Background: an optimization exercise with open tools, aiming at small area, a short achievable clock period and few clock cycles per item. Do not read the settings as production practice.
The RTL was checked by simulation tests, not by an equivalence proof against the original design.
No driver is modelled on the clock port, so clocking that relies on it looks cheaper here than on a real chip.
Power is estimated from default activity; no workload was simulated.

// timing_recovery_top
module timing_recovery_top (
  input  wire                  clk,
  input  wire                  reset_i,
  input  wire                  raw_valid_i,
  input  timing_pkg::sample_t  raw_i_i,
  input  timing_pkg::sample_t  raw_q_i,
  input  wire           [15:0] step_i,
  input  timing_pkg::mu_gain_t mu_gain_i,
  input  wire                  sym_ready_i,
  output logic                 raw_ready_o,
  output logic                 sym_valid_o,
  output timing_pkg::sym_t     sym_i_o,
  output timing_pkg::sym_t     sym_q_o
);
Size: about 1800 cells after synthesis, ~100 I/O pins, ~19000 um^2 of cells after synthesis.
export LEC_CHECK = 0
export CAP_MARGIN = 20
export CORE_MARGIN = 2
export CORE_UTILIZATION = 55
export CTS_BUF_LIST = sky130_fd_sc_hd__clkbuf_4 sky130_fd_sc_hd__clkbuf_8
export SETUP_SLACK_MARGIN = 4.0
export SLEW_MARGIN = 20
create_clock -name core_clock -period 9.0 [get_ports {clk}]
standard.sh (not shown) runs the stock make flow with config.mk's settings and CLKGATE_MAP_FILE= SYNTH_SCRIPT=/design/flow/synth_recipe.tcl, a recipe that flattens the netlist after the stock synthesis.
==> flow/flow/run.sh <==
#!/bin/bash
# Standard layout with two changes:
#  - plain buffers on the ports instead of the delay buffers buffer_ports picks
#  - after synthesis, inv_opt.tcl pushes inverters through the full adders
#    (a full adder is self-dual), removing inverter pairs between adder cells
set -euo pipefail
export BUFFER_PORTS_ARGS="-buffer_cell sky130_fd_sc_hd__buf_2"
export POST_SYNTH_TCL="$PWD/flow/inv_opt.tcl"
bash standard.sh > standard_flow.log 2>&1
Other scripts of this flow, unchanged in this note and not shown: flow/flow/inv_opt.tcl
The first run completed without violations.
Testbench counts at the start, summed over its fixed seeds: cycles 24,012, items 24,000.
Then changed:
CORE_UTILIZATION = 40   (was 55)
CTS_BUF_LIST = not set   (was sky130_fd_sc_hd__clkbuf_4 sky130_fd_sc_hd__clkbuf_8)
Via count fell slightly.
Wire length rose by a few percent.
Cell area rose slightly.
Total power rose by a few percent.
First-iteration DRC count fell by about a fifth.
Sequential cell count does not change.
Synthesized area stays the same.
Critical path depth rose by 1.
Clock power rose by a few percent.
Then changed:
ABC_AREA = 1   (was not set)
CORE_UTILIZATION = 55   (was 40)
CTS_BUF_LIST = sky130_fd_sc_hd__clkbuf_4 sky130_fd_sc_hd__clkbuf_8   (was not set)
- utilization climbs by 15 points
- count of clock-buffer cells in the layout grows by 26
- clock power fell by a little under a tenth
- synthesized cell count came out higher by a quarter to a third
- clock skew climbs by 0.032 ns
- first-iteration DRC count grows by roughly a tenth
Then changed:
ABC_AREA = not set   (was 1)
CORE_UTILIZATION = 40   (was 55)
CTS_BUF_LIST = not set   (was sky130_fd_sc_hd__clkbuf_4 sky130_fd_sc_hd__clkbuf_8)
SETUP_SLACK_MARGIN = 3.0   (was 4.0)
What happened:
- power shrinks by 31%
- final area shrinks by 5.2%
- combinational power shrinks by 42%
- count of clock-buffer cells in the layout shrinks by 25
- worst hold slack improves by 0.029 ns
- core utilization shrinks by 16 points
- global-route usage shrinks by 7.2 points
- sequential share of layout area grows by 1.5 points
- synthesized cell count shrinks by 21%
Then changed:
CORE_UTILIZATION = 55   (was 40)
CTS_BUF_LIST = sky130_fd_sc_hd__clkbuf_4 sky130_fd_sc_hd__clkbuf_8   (was not set)
SETUP_SLACK_MARGIN = 3.7   (was 3.0)
Sequential cell count does not change.
Final cell count shrinks by about 5%.
Clock skew grows by 0.028 ns.


Setup of before:
timing_recovery_top again, from the RTL that the note above started with.
clock: 9.0 ns
lec_check: 0
cap_margin: 20
core_margin: 2
core_utilization: 40
setup_slack_margin: 4.5
slew_margin: 20
Scripts as last shown in full above: flow/flow/run.sh
Other scripts of this flow, unchanged in this note and not shown: flow/flow/inv_opt.tcl
before finished end to end and its layout was clean on timing, DRC and antenna.
Testbench counts of before, summed over its fixed seeds: cycles 24,012, items 24,000.
## Diff of input files: after against before
- changing SETUP_SLACK_MARGIN from 4.5 to 4.3
- setting CTS_BUF_LIST to sky130_fd_sc_hd__clkbuf_4 sky130_fd_sc_hd__clkbuf_8 for the first time
- changing CORE_UTILIZATION from 40 to 55
Notes after the runs:
Across both runs, worst hold slack was lower for after than for before. | total routed wirelength | after vs before | about 6.6% lower |. Power share of the combinational group: after and before compared, higher one is before. On top achievable clock speed: between after and before, it ends up lower for before. Compared with before, after instantiates a smaller number of cells. Looking at share of cell area taken by multi-input logic gates, after sits 0.89 points higher than before does. after: fraction of area in clock buffers and inverters is 0.29 points higher than what before reported. Global-route usage | after above before.


Another version of the RTL of timing_recovery_top (not shown whole).
For scale: about 1900 cells after synthesis, roughly 20000 um^2 of cells after synthesis.
export LEC_CHECK = 0
export CAP_MARGIN = 20
export CORE_MARGIN = 2
export CORE_UTILIZATION = 75
export CTS_BUF_LIST = sky130_fd_sc_hd__clkbuf_4 sky130_fd_sc_hd__clkbuf_8
export PLACE_DENSITY = 0.8
export SETUP_SLACK_MARGIN = 4.0
export SLEW_MARGIN = 20
create_clock -name core_clock -period 9.0 [get_ports {clk}]
Scripts as last shown in full above: flow/flow/run.sh
Other scripts of this flow, unchanged in this note and not shown: flow/flow/inv_opt.tcl
The first run finished clean.
Testbench counts at the start, summed over its fixed seeds: cycles 24,012, items 24,000.
Change:
CORE_UTILIZATION = 65   (was 75)
PLACE_DENSITY = not set   (was 0.8)
The new run finished with timing, DRC and antenna clean.
Combinational power hardly moves.
Worst hold slack is about the same.
Core utilization shrinks by 10 points.
Sequential share of layout area shrinks by 0.17 points.
Power grows slightly.
Sequential power is about the same.
Design area grows slightly.
Worst setup slack improved by 0.14 ns.
Change:
CORE_UTILIZATION = 55   (was 65)
The new run completed with no timing, DRC or antenna violations.
Non-clock buffer count came out lower by 8.
Total power went up by 0.33%.
Combinational power hardly moves.


v51:
Starting RTL as in the previous note.
// timing_recovery_top
module timing_recovery_top (
  input  wire                  clk,
  input  wire                  reset_i,
  input  wire                  raw_valid_i,
  input  timing_pkg::sample_t  raw_i_i,
  input  timing_pkg::sample_t  raw_q_i,
  input  wire           [15:0] step_i,
  input  timing_pkg::mu_gain_t mu_gain_i,
  input  wire                  sym_ready_i,
  output logic                 raw_ready_o,
  output logic                 sym_valid_o,
  output timing_pkg::sym_t     sym_i_o,
  output timing_pkg::sym_t     sym_q_o
);
clock: 9.0 ns
lec_check: 0
cap_margin: 20
core_margin: 2
core_utilization: 65
cts_buf_list: sky130_fd_sc_hd__clkbuf_4 sky130_fd_sc_hd__clkbuf_8
hold_slack_margin: 0.15
setup_slack_margin: 4.0
slew_margin: 20
==> flow/flow/run.sh <==
#!/bin/bash
# Standard layout with three changes:
#  - plain buffers on the ports instead of the delay buffers buffer_ports picks
#  - after synthesis, inv_opt.tcl pushes inverters through the full adders
#    (a full adder is self-dual), removing inverter pairs between adder cells
#  - after clock tree synthesis, skew.tcl gives the mu register and the output
#    symbol register a later clock (useful skew between internal stages)
set -euo pipefail
export BUFFER_PORTS_ARGS="-buffer_cell sky130_fd_sc_hd__buf_1"
export POST_SYNTH_TCL="$PWD/flow/inv_opt.tcl"
export POST_CTS_TCL="$PWD/flow/skew.tcl"
bash standard.sh > standard_flow.log 2>&1
Other scripts of this flow, unchanged in this note and not shown: flow/flow/inv_opt.tcl, flow/flow/skew.tcl
Testbench counts of v51, summed over its fixed seeds: cycles 24,012, items 24,000.
Changes in v56 relative to v51:
diff --git a/flow/flow/run.sh b/flow/flow/run.sh
--- a/flow/flow/run.sh
+++ b/flow/flow/run.sh
@@ -7,5 +7,5 @@
 #    symbol register a later clock (useful skew between internal stages)
 set -euo pipefail
-export BUFFER_PORTS_ARGS="-buffer_cell sky130_fd_sc_hd__buf_1"
+export BUFFER_PORTS_ARGS="-buffer_cell sky130_fd_sc_hd__buf_2"
 export POST_SYNTH_TCL="$PWD/flow/inv_opt.tcl"
 export POST_CTS_TCL="$PWD/flow/skew.tcl"
diff --git a/flow/config.mk b/flow/config.mk
--- a/flow/config.mk
+++ b/flow/config.mk
@@ -10,5 +10,4 @@
 export CORE_UTILIZATION = 65
 export CTS_BUF_LIST = sky130_fd_sc_hd__clkbuf_4 sky130_fd_sc_hd__clkbuf_8
-export HOLD_SLACK_MARGIN = 0.15
 export SETUP_SLACK_MARGIN = 4.0
 export SLEW_MARGIN = 20
Final checks on v56, whose flow otherwise completed, came back failing, citing hold timing. The slew at the pin with the worst max-slew slack in v56 was higher than what v51 gave. Of v56 and v51, it is v56 that has the higher logic depth of the worst path, buffers included. As far as final design utilization is concerned, v51 and v56 perform about the same. Status: register area parity (v56, v51). Share of total power in combinational logic, v56 and v51, higher one = v51.
### v56 -> v10
diff --git a/flow/flow/run.sh b/flow/flow/run.sh
--- a/flow/flow/run.sh
+++ b/flow/flow/run.sh
@@ -7,5 +7,5 @@
 #    symbol register a later clock (useful skew between internal stages)
 set -euo pipefail
-export BUFFER_PORTS_ARGS="-buffer_cell sky130_fd_sc_hd__buf_2"
+export BUFFER_PORTS_ARGS="-buffer_cell sky130_fd_sc_hd__buf_1"
 export POST_SYNTH_TCL="$PWD/flow/inv_opt.tcl"
 export POST_CTS_TCL="$PWD/flow/skew.tcl"
Notes after the runs:
- i_symbol_nco.resid_q[4]$_DFFE_PP_ as the launch point of the critical path was reported by v10, and i_symbol_nco.mu_sel_o[11]$_DFFE_PP_ by v56.
- Changes observed in v10 relative to v56: post-layout worst setup margin went down 0.031 ns, number of design-rule violations left by the first detailed-router iteration now sits higher, delay of the slowest cell on the worst path has increased, peak supply drop went up about 13%, hold slack saw a decrease.
- There was hardly any difference in HPWL after detailed placement between v10 and v56.
- Summary: with v56 as the reference, length of routed met3 wiring in v10 moved up by a few percent.
- FAIL for each of v56 and v10
- The layout from v56, despite a flow that completed every stage, fails the layout checks, with the failing checks listed as hold timing.
Setup changes, v10 to v43
diff --git a/flow/flow/run.sh b/flow/flow/run.sh
--- a/flow/flow/run.sh
+++ b/flow/flow/run.sh
@@ -7,5 +7,5 @@
 #    symbol register a later clock (useful skew between internal stages)
 set -euo pipefail
-export BUFFER_PORTS_ARGS="-buffer_cell sky130_fd_sc_hd__buf_1"
+export BUFFER_PORTS_ARGS="-buffer_cell sky130_fd_sc_hd__buf_2"
 export POST_SYNTH_TCL="$PWD/flow/inv_opt.tcl"
 export POST_CTS_TCL="$PWD/flow/skew.tcl"
diff --git a/flow/config.mk b/flow/config.mk
--- a/flow/config.mk
+++ b/flow/config.mk
@@ -10,4 +10,5 @@
 export CORE_UTILIZATION = 65
 export CTS_BUF_LIST = sky130_fd_sc_hd__clkbuf_4 sky130_fd_sc_hd__clkbuf_8
+export HOLD_SLACK_MARGIN = 0.15
 export SETUP_SLACK_MARGIN = 4.0
 export SLEW_MARGIN = 20
### Flow results
Compared with v10, v43 ends up with a larger final cell area. v43 reports a higher final period utilization than v10 does. Vias: v43 more than v10. Smallest hold slack: v43 vs v10 up 0.21 ns. v43 | status: complete | timing, DRC, antenna: pass. Between v43 and v10, amount of wire on met3 after detailed routing is lower for v43, v10 comes in above that. Worst setup slack | v43 below v10. [compare] base=v10 new=v43: sequential share of layout area now smaller; total placed cells including tap cells comparable; number of cells produced by synthesis comparable; maximum fanout along the worst path now larger; detailed-route wire length on metal 1 now larger.
--- input diff v43..v29 ---
diff --git a/flow/flow/run.sh b/flow/flow/run.sh
--- a/flow/flow/run.sh
+++ b/flow/flow/run.sh
@@ -7,5 +7,5 @@
 #    symbol register a later clock (useful skew between internal stages)
 set -euo pipefail
-export BUFFER_PORTS_ARGS="-buffer_cell sky130_fd_sc_hd__buf_2"
+export BUFFER_PORTS_ARGS="-buffer_cell sky130_fd_sc_hd__buf_1"
 export POST_SYNTH_TCL="$PWD/flow/inv_opt.tcl"
 export POST_CTS_TCL="$PWD/flow/skew.tcl"
diff --git a/flow/config.mk b/flow/config.mk
--- a/flow/config.mk
+++ b/flow/config.mk
@@ -8,7 +8,7 @@
 export CAP_MARGIN = 20
 export CORE_MARGIN = 2
-export CORE_UTILIZATION = 65
+export CORE_UTILIZATION = 70
 export CTS_BUF_LIST = sky130_fd_sc_hd__clkbuf_4 sky130_fd_sc_hd__clkbuf_8
-export HOLD_SLACK_MARGIN = 0.15
+export HOLD_SLACK_MARGIN = 0.1
 export SETUP_SLACK_MARGIN = 4.0
 export SLEW_MARGIN = 20
==> summary.txt <==
- Between v43 and v29, worst hold slack after final layout decreased.
- [compare] base=v43 new=v29: wire length reported by the detailed router dropped about 0.44%, vias after detailed routing higher.
- Diff v43 -> v29 | highest attainable clock frequency | decrease of 1.4%
- Comparing v43 and v29, the higher global routing usage on met1 was measured on v29.
- Delay of the slowest cell on the worst path delta for v29 relative to v43: 0.05 ns higher
- In v29, worst setup slack is lower than in v43.

==> what the ideal ports hide <==
In the flow no input, the clock included, has a driving cell. The finished layouts below were timed again as built, in two steps.
Step 1 assumes that a clkbuf_16 drives the clock port and a buf_2 every other input.
Step 2, shift: input delay + t, output delay - t, t = (earliest + latest rising clock arrival at the registers) / 2. This alone moves slack from input paths to output paths.
Slacks: no drivers / after step 1 / after step 2; pairs: no drivers / after step 1.
| run | t, ns | setup slack, ns | hold slack, ns | clock arrival spread, ns | worst slew at a driven data input, ns |
|---|---|---|---|---|---|
| the first run of note 1 | 0.645 | 4.172 / 4.172 / 4.172 | 0.454 / 0.454 / 0.454 | 0.045 / 0.045 | 0.07 |
| the second run of note 1 | 0.601 | 4.164 / 4.164 / 4.164 | 0.461 / 0.461 / 0.461 | 0.016 / 0.016 | 0.06 |
| the third run of note 1 | 0.643 | 4.262 / 4.262 / 4.262 | 0.432 / 0.432 / 0.432 | 0.050 / 0.050 | 0.07 |
| the fourth run of note 1 | 0.603 | 3.419 / 3.419 / 3.419 | 0.461 / 0.461 / 0.461 | 0.015 / 0.015 | 0.06 |
| the fifth run of note 1 | 0.641 | 3.941 / 3.941 / 3.941 | 0.459 / 0.459 / 0.459 | 0.044 / 0.044 | 0.07 |
| before | 0.624 | 4.200 / 4.200 / 4.200 | 0.459 / 0.459 / 0.459 | 0.018 / 0.018 | 0.06 |
| after | 0.649 | 4.223 / 4.223 / 4.223 | 0.449 / 0.449 / 0.449 | 0.023 / 0.023 | 0.08 |
| the first run of note 3 | 0.605 | 4.117 / 4.117 / 4.117 | 0.455 / 0.455 / 0.455 | 0.025 / 0.026 | 0.04 |
| the second run of note 3 | 0.605 | 4.259 / 4.259 / 4.259 | 0.455 / 0.455 / 0.455 | 0.027 / 0.027 | 0.05 |
| the third run of note 3 | 0.635 | 4.275 / 4.275 / 4.263 | 0.457 / 0.457 / 0.457 | 0.034 / 0.035 | 0.04 |
| v51 | 1.162 | 4.518 / 4.518 / 3.769 | 0.102 / 0.102 / 0.102 | 1.183 / 1.182 | 0.04 |
| v56 | 1.155 | 4.551 / 4.551 / 3.768 | -0.032 / -0.032 / -0.032 | 1.164 / 1.164 | 0.05 |
| v10 | 1.162 | 4.520 / 4.520 / 3.778 | -0.076 / -0.076 / -0.076 | 1.181 / 1.180 | 0.04 |
| v43 | 1.156 | 4.501 / 4.501 / 3.761 | 0.129 / 0.129 / 0.129 | 1.163 / 1.162 | 0.05 |
| v29 | 1.155 | 4.435 / 4.435 / 3.776 | 0.031 / 0.031 / 0.031 | 1.163 / 1.163 | 0.05 |
Clock arrivals are far apart in 5 of these runs, so t is only a midpoint there and step 2 fits no single register. The setup slack of v56, which loses most, moves by 0.000 ns with the drivers and by -0.783 ns with both steps.
